This design comes from an exercise in tuning for small area and a short achievable clock period on the open sky130 flow, not from production work. Only simulation tests tie the RTL to the original design; equivalence was not proved. Power and IR drop assume default switching activity.

==> lagoon <==
// memory_sync
module memory_sync #(
  parameter int WIDTH  = 8,
  parameter int DEPTH  = 256,
  parameter int ADDR_W = 8
) (
  input  logic              clk,
  input  logic              rst,
  input  logic [WIDTH-1:0]  in,
  input  logic [ADDR_W-1:0] address,
  input  logic              write,
  input  logic              read,
  output logic [WIDTH-1:0]  out,
  output logic              valid,
  output logic              busy
  ,
  input  logic              inject_err,
  output logic              parity_err
);
==> module memory_sync, before the edit <==
module memory_sync #(
  parameter int WIDTH  = 8,
  parameter int DEPTH  = 256,
  parameter int ADDR_W = 8
) (
  input  logic              clk,
  input  logic              rst,
  input  logic [WIDTH-1:0]  in,
  input  logic [ADDR_W-1:0] address,
  input  logic              write,
  input  logic              read,
  output logic [WIDTH-1:0]  out,
  output logic              valid,
  output logic              busy
  ,
  input  logic              inject_err,
  output logic              parity_err
);
  localparam int MW = WIDTH + 1;
  localparam int LO_W  = ADDR_W / 2;
  localparam int HI_W  = ADDR_W - LO_W;
  localparam int NROWS = 1 << ADDR_W;      
  localparam int NRDY  = 8;                
  logic [ADDR_W-1:0]    cnt;
  logic                 sweep_end;         
  logic [NRDY-1:0]      ready_q;           
  logic [NRDY-1:0]      ready_d;
  logic [MW-1:0]        wr_word;
  logic [MW-1:0]        dcol;              
  logic [(1<<LO_W)-1:0] lo;
  logic [(1<<HI_W)-1:0] hi;
  logic [NROWS-1:0]     ns;                
  logic [NROWS-1:0]     we;                
  logic [NROWS-1:0]     nwe;               
  logic [MW-1:0]        mem_q [NROWS];
  logic [MW-1:0]        mem_d [NROWS];
  logic [MW-1:0]        rd_t [2];          
  logic                 rd_ok;             
  logic                 ns1;               
  logic                 s2;                
  logic                 hold;              
  logic [MW-1:0]        cur;               
  logic [MW-1:0]        nx;                
  logic [MW-1:0]        rd_d;              
  assign wr_word = {inject_err, in};
  assign dcol = busy ? '0 : wr_word;
  always_comb begin
    for (int k = 0; k < (1 << LO_W); k++) lo[k] = (address[LO_W-1:0] == LO_W'(k));
    for (int k = 0; k < (1 << HI_W); k++) hi[k] = (address[ADDR_W-1:LO_W] == HI_W'(k));
  end
  for (genvar i = 0; i < NROWS; i++) begin : g_row
    ms_nand2 u_sel (.a(hi[i >> LO_W]), .b(lo[i % (1 << LO_W)]), .y(ns[i]));
    if (i < DEPTH) begin : g_st
      ms_o21ai u_we  (.a1(ns[i]), .a2(!write), .b1(ready_q[i / (NROWS / NRDY)]), .y(we[i]));
      ms_o21a  u_nwe (.a1(ns[i]), .a2(!write), .b1(ready_q[i / (NROWS / NRDY)]), .x(nwe[i]));
      for (genvar b = 0; b < MW; b++) begin : g_bit
        ms_a22o u_d (.a1(mem_q[i][b]), .a2(nwe[i]), .b1(dcol[b]), .b2(we[i]), .x(mem_d[i][b]));
      end
      always_ff @(posedge clk) mem_q[i] <= mem_d[i];
    end else begin : g_none
      assign we[i]    = 1'b0;
      assign nwe[i]   = 1'b1;
      assign mem_q[i] = '1;                
      assign mem_d[i] = '1;
    end
  end
  if (NROWS == 256) begin : g_tree
    for (genvar b = 0; b < MW; b++) begin : g_rd
      logic [127:0] t1;
      logic [63:0]  t2;
      logic [15:0]  t3;
      logic [7:0]   t4;
      logic [1:0]   t5;
      for (genvar p = 0; p < 128; p++) begin : g_l1
        ms_o22ai u (.a1(ns[2*p]), .a2(mem_q[2*p][b]), .b1(ns[2*p+1]), .b2(mem_q[2*p+1][b]),
                    .y(t1[p]));
      end
      for (genvar p = 0; p < 64; p++) begin : g_l2
        ms_nor2 u (.a(t1[2*p]), .b(t1[2*p+1]), .y(t2[p]));
      end
      for (genvar p = 0; p < 16; p++) begin : g_l3
        ms_nand4 u (.a(t2[4*p]), .b(t2[4*p+1]), .c(t2[4*p+2]), .d(t2[4*p+3]), .y(t3[p]));
      end
      for (genvar p = 0; p < 8; p++) begin : g_l4
        ms_nor2 u (.a(t3[2*p]), .b(t3[2*p+1]), .y(t4[p]));
      end
      for (genvar p = 0; p < 2; p++) begin : g_l5
        ms_nand4 u (.a(t4[4*p]), .b(t4[4*p+1]), .c(t4[4*p+2]), .d(t4[4*p+3]), .y(t5[p]));
      end
      assign rd_t[0][b] = t5[0];
      assign rd_t[1][b] = t5[1];
    end
  end else begin : g_flat
    always_comb begin
      rd_t[0] = '1;
      rd_t[1] = '0;
      for (int i = 0; i < DEPTH; i++) if (!ns[i]) rd_t[0] = ~mem_q[i];
    end
  end
  assign rd_ok = !rst && !busy && read;
  assign ns1   = !(rd_ok && !write);
  assign s2    = rd_ok && write;
  assign hold  = !rst && (busy || !read);
  assign cur   = {1'b0, out};           
  assign nx    = ~((wr_word & {MW{s2}}) | (cur & {MW{hold}}));
  for (genvar b = 0; b < MW; b++) begin : g_out
    ms_o31ai u (.a1(rd_t[0][b]), .a2(rd_t[1][b]), .a3(ns1), .b1(nx[b]), .y(rd_d[b]));
  end
  always_ff @(posedge clk) begin
    out <= rd_d[WIDTH-1:0];
    parity_err <= rd_d[MW-1];
    valid <= rd_ok;
  end
  assign sweep_end = busy && (cnt == ADDR_W'(DEPTH - 1));
  for (genvar k = 0; k < NRDY; k++) begin : g_rdy
    ms_ready u (.rst(rst), .q(ready_q[k]), .sweep_end(sweep_end), .d(ready_d[k]));
  end
  always_ff @(posedge clk) ready_q <= ready_d;
  always_ff @(posedge clk) begin
    if (rst) begin
      cnt  <= '0;
      busy <= 1'b1;
    end else if (busy) begin
      cnt <= cnt + ADDR_W'(1);
      if (sweep_end) busy <= 1'b0;
    end
  end
endmodule
==> module ms_nor2, before the edit <==
module ms_nor2 (input logic a, b, output logic y);
  assign y = !(a || b);
endmodule
==> module ms_o21a, before the edit <==
module ms_o21a (input logic a1, a2, b1, output logic x);
  assign x = (a1 || a2) && b1;
endmodule
==> module ms_o31ai, before the edit <==
module ms_o31ai (input logic a1, a2, a3, b1, output logic y);
  assign y = !((a1 || a2 || a3) && b1);
endmodule
==> module ms_ready, before the edit <==
module ms_ready (input logic rst, q, sweep_end, output logic d);
  assign d = !rst && (q || sweep_end);
endmodule
clock: 5.0 ns
lec_check: 0
cap_margin: 20
core_margin: 2
core_utilization: 40
cts_cluster_diameter: 70
cts_cluster_size: 30
place_density: 0.75
setup_slack_margin: 2.6
slew_margin: 20
synth_hierarchical: 1
synth_minimum_keep_size: 0
run.sh (not shown) runs the stock make flow with config.mk's settings and CLKGATE_MAP_FILE= SYNTH_SCRIPT=/design/flow/synth_recipe.tcl, a recipe that flattens the netlist after the stock synthesis.
==> violet (differences from lagoon) <==
==> flow/design.v (replaced) <==
module memory_sync #(
  parameter int WIDTH  = 8,
  parameter int DEPTH  = 256,
  parameter int ADDR_W = 8
) (
  input  logic              clk,
  input  logic              rst,
  input  logic [WIDTH-1:0]  in,
  input  logic [ADDR_W-1:0] address,
  input  logic              write,
  input  logic              read,
  output logic [WIDTH-1:0]  out,
  output logic              valid,
  output logic              busy
  ,
  input  logic              inject_err,
  output logic              parity_err
);
  localparam int MW = WIDTH + 1;
  localparam int LO_W  = ADDR_W / 2;
  localparam int HI_W  = ADDR_W - LO_W;
  localparam int NROWS = 1 << ADDR_W;      
  localparam int NP    = NROWS / 2;        
  localparam int N2    = (NP + 3) / 4;     
  localparam int N3    = (N2 + 3) / 4;     
  localparam int N4    = (N3 + 3) / 4;     
  logic [ADDR_W-1:0]    cnt;
  logic [MW-1:0]        wr_word;
  logic [MW-1:0]        dcol;              
  logic [(1<<LO_W)-1:0] lo;
  logic [(1<<HI_W)-1:0] hi;
  logic [NROWS-1:0]     ns;                
  logic [NROWS-1:0]     we;                
  logic [MW-1:0]        mem_q [NROWS];
  logic [MW-1:0]        mem_d [NROWS];
  logic [MW-1:0]        rd_n;              
  logic [MW-1:0]        rd_word;
  assign wr_word = {inject_err, in};
  assign dcol = busy ? '0 : wr_word;
  always_comb begin
    for (int k = 0; k < (1 << LO_W); k++) lo[k] = (address[LO_W-1:0] == LO_W'(k));
    for (int k = 0; k < (1 << HI_W); k++) hi[k] = (address[ADDR_W-1:LO_W] == HI_W'(k));
  end
  for (genvar i = 0; i < NROWS; i++) begin : g_row
    ms_nand2 u_sel (.a(hi[i >> LO_W]), .b(lo[i % (1 << LO_W)]), .y(ns[i]));
    if (i < DEPTH) begin : g_st
      ms_o21ai u_we (.a1(ns[i]), .a2(!write), .b1(!busy), .y(we[i]));
      for (genvar b = 0; b < MW; b++) begin : g_bit
        ms_a22o u_d (.a1(mem_q[i][b]), .a2(!we[i]), .b1(dcol[b]), .b2(we[i]), .x(mem_d[i][b]));
      end
      always_ff @(posedge clk) mem_q[i] <= mem_d[i];
    end else begin : g_none
      assign we[i]    = 1'b0;
      assign mem_q[i] = '1;                
      assign mem_d[i] = '1;
    end
  end
  for (genvar b = 0; b < MW; b++) begin : g_rd
    logic [NP-1:0]   t1;
    logic [16*N3-1:0] t1p;
    logic [N3-1:0]   t3;
    logic [4*N4-1:0] t3p;
    logic [N4-1:0]   t4;
    for (genvar p = 0; p < NP; p++) begin : g_l1
      ms_o22ai u (.a1(ns[2*p]), .a2(mem_q[2*p][b]), .b1(ns[2*p+1]), .b2(mem_q[2*p+1][b]),
                  .y(t1[p]));
    end
    assign t1p = (16*N3)'(t1);
    for (genvar p = 0; p < N3; p++) begin : g_l23
      ms_or16 u (.a(t1p[16*p +: 16]), .y(t3[p]));
    end
    assign t3p = (4*N4)'(t3);
    for (genvar p = 0; p < N4; p++) begin : g_l4
      ms_nor4 u (.a(t3p[4*p]), .b(t3p[4*p+1]), .c(t3p[4*p+2]), .d(t3p[4*p+3]), .y(t4[p]));
    end
    assign rd_n[b] = !(&t4);
  end
  assign rd_word = write ? wr_word : ~rd_n;
  always_ff @(posedge clk) begin
    if (rst) begin
      cnt   <= '0;
      busy  <= 1'b1;
      out   <= '0;
      valid <= 1'b0;
      parity_err <= 1'b0;
    end else begin
      valid <= 1'b0;
      parity_err <= 1'b0;
      if (busy) begin
        cnt <= cnt + ADDR_W'(1);
        if (cnt == ADDR_W'(DEPTH - 1)) busy <= 1'b0;
      end else if (read) begin
        out   <= rd_word[WIDTH-1:0];
        valid <= 1'b1;
        parity_err <= rd_word[MW-1];
      end
    end
  end
endmodule
module ms_nand2 (input logic a, b, output logic y);
  assign y = !(a && b);
endmodule
module ms_o21ai (input logic a1, a2, b1, output logic y);
  assign y = !((a1 || a2) && b1);
endmodule
module ms_a22o (input logic a1, a2, b1, b2, output logic x);
  assign x = (a1 && a2) || (b1 && b2);
endmodule
module ms_o22ai (input logic a1, a2, b1, b2, output logic y);
  assign y = !((a1 || a2) && (b1 || b2));
endmodule
module ms_nor4 (input logic a, b, c, d, output logic y);
  assign y = !(a || b || c || d);
endmodule
module ms_nand4 (input logic a, b, c, d, output logic y);
  assign y = !(a && b && c && d);
endmodule
module ms_or16 (input logic [15:0] a, output logic y);
  logic [3:0] n;
  for (genvar k = 0; k < 4; k++) begin : g_k
    assign n[k] = !(|a[4*k +: 4]);
  end
  assign y = !(&n);
endmodule
Settings changed: CTS_CLUSTER_DIAMETER 70 to default, CTS_CLUSTER_SIZE 30 to default, PLACE_DENSITY 0.75 to default, SETUP_SLACK_MARGIN 2.6 to default.
==> out/metrics.csv <==
stage;metric;value;unit
drt;First DRT Iteration DRCs;7495;
outcome;status;finished clean;
drt;met1 WL;127;mm
die;die width;452;µm
final_layout;area grow syn2layout;20.0;%
power;Clk network pwr share;49.0;%
setup_path;crit path launch;address[3];
yosys;Cells after Synth;7056;
final_layout;Non-Filler Instances;10630;
final_layout;nonclk inv count;258;
[end of results for violet]
==> out/metrics.csv <==
stage;metric;value;unit
final_layout;Non-Filler Instances;10603;
outcome;status;finished clean;
drt;met1 WL;113;mm
final_layout;nonclk inv count;1;
final_layout;area grow syn2layout;15.2;%
die;die width;458;µm
[end of results for lagoon]

[what the ideal ports hide]
No port has a modelled driver above. Below, the same layouts with a new extraction and two added sets of constraints. Step 1: set_driving_cell puts a clkbuf_16 on clk and a buf_2 on each other input, an assumption about the parent block. Step 2 also shifts input and output timing later by t, the mid clock arrival at the registers, as if the neighbouring blocks saw the same clock. Slacks: ideal / step 1 / step 2; pairs: ideal / step 1.
| run | t, ns | setup WS [ns] | hold WS [ns] | worst register clock-pin slew, ns | worst data-port slew with drivers (ns) |
|---|---|---|---|---|---|
| lagoon | 0.883 | 2.281 / 2.259 / 1.377 | 0.465 / 0.465 / 0.465 | 0.11 / 0.11 | 0.18 |
| violet | 0.936 | 0.398 / 0.432 / -0.504 | 0.483 / 0.483 / 0.483 | 0.07 / 0.07 | 0.23 |
Met with ideal ports but missed after step 2: setup timing in violet. The setup slack of lagoon, which loses most, moves by -0.022 ns with the drivers and by -0.904 ns with both steps.
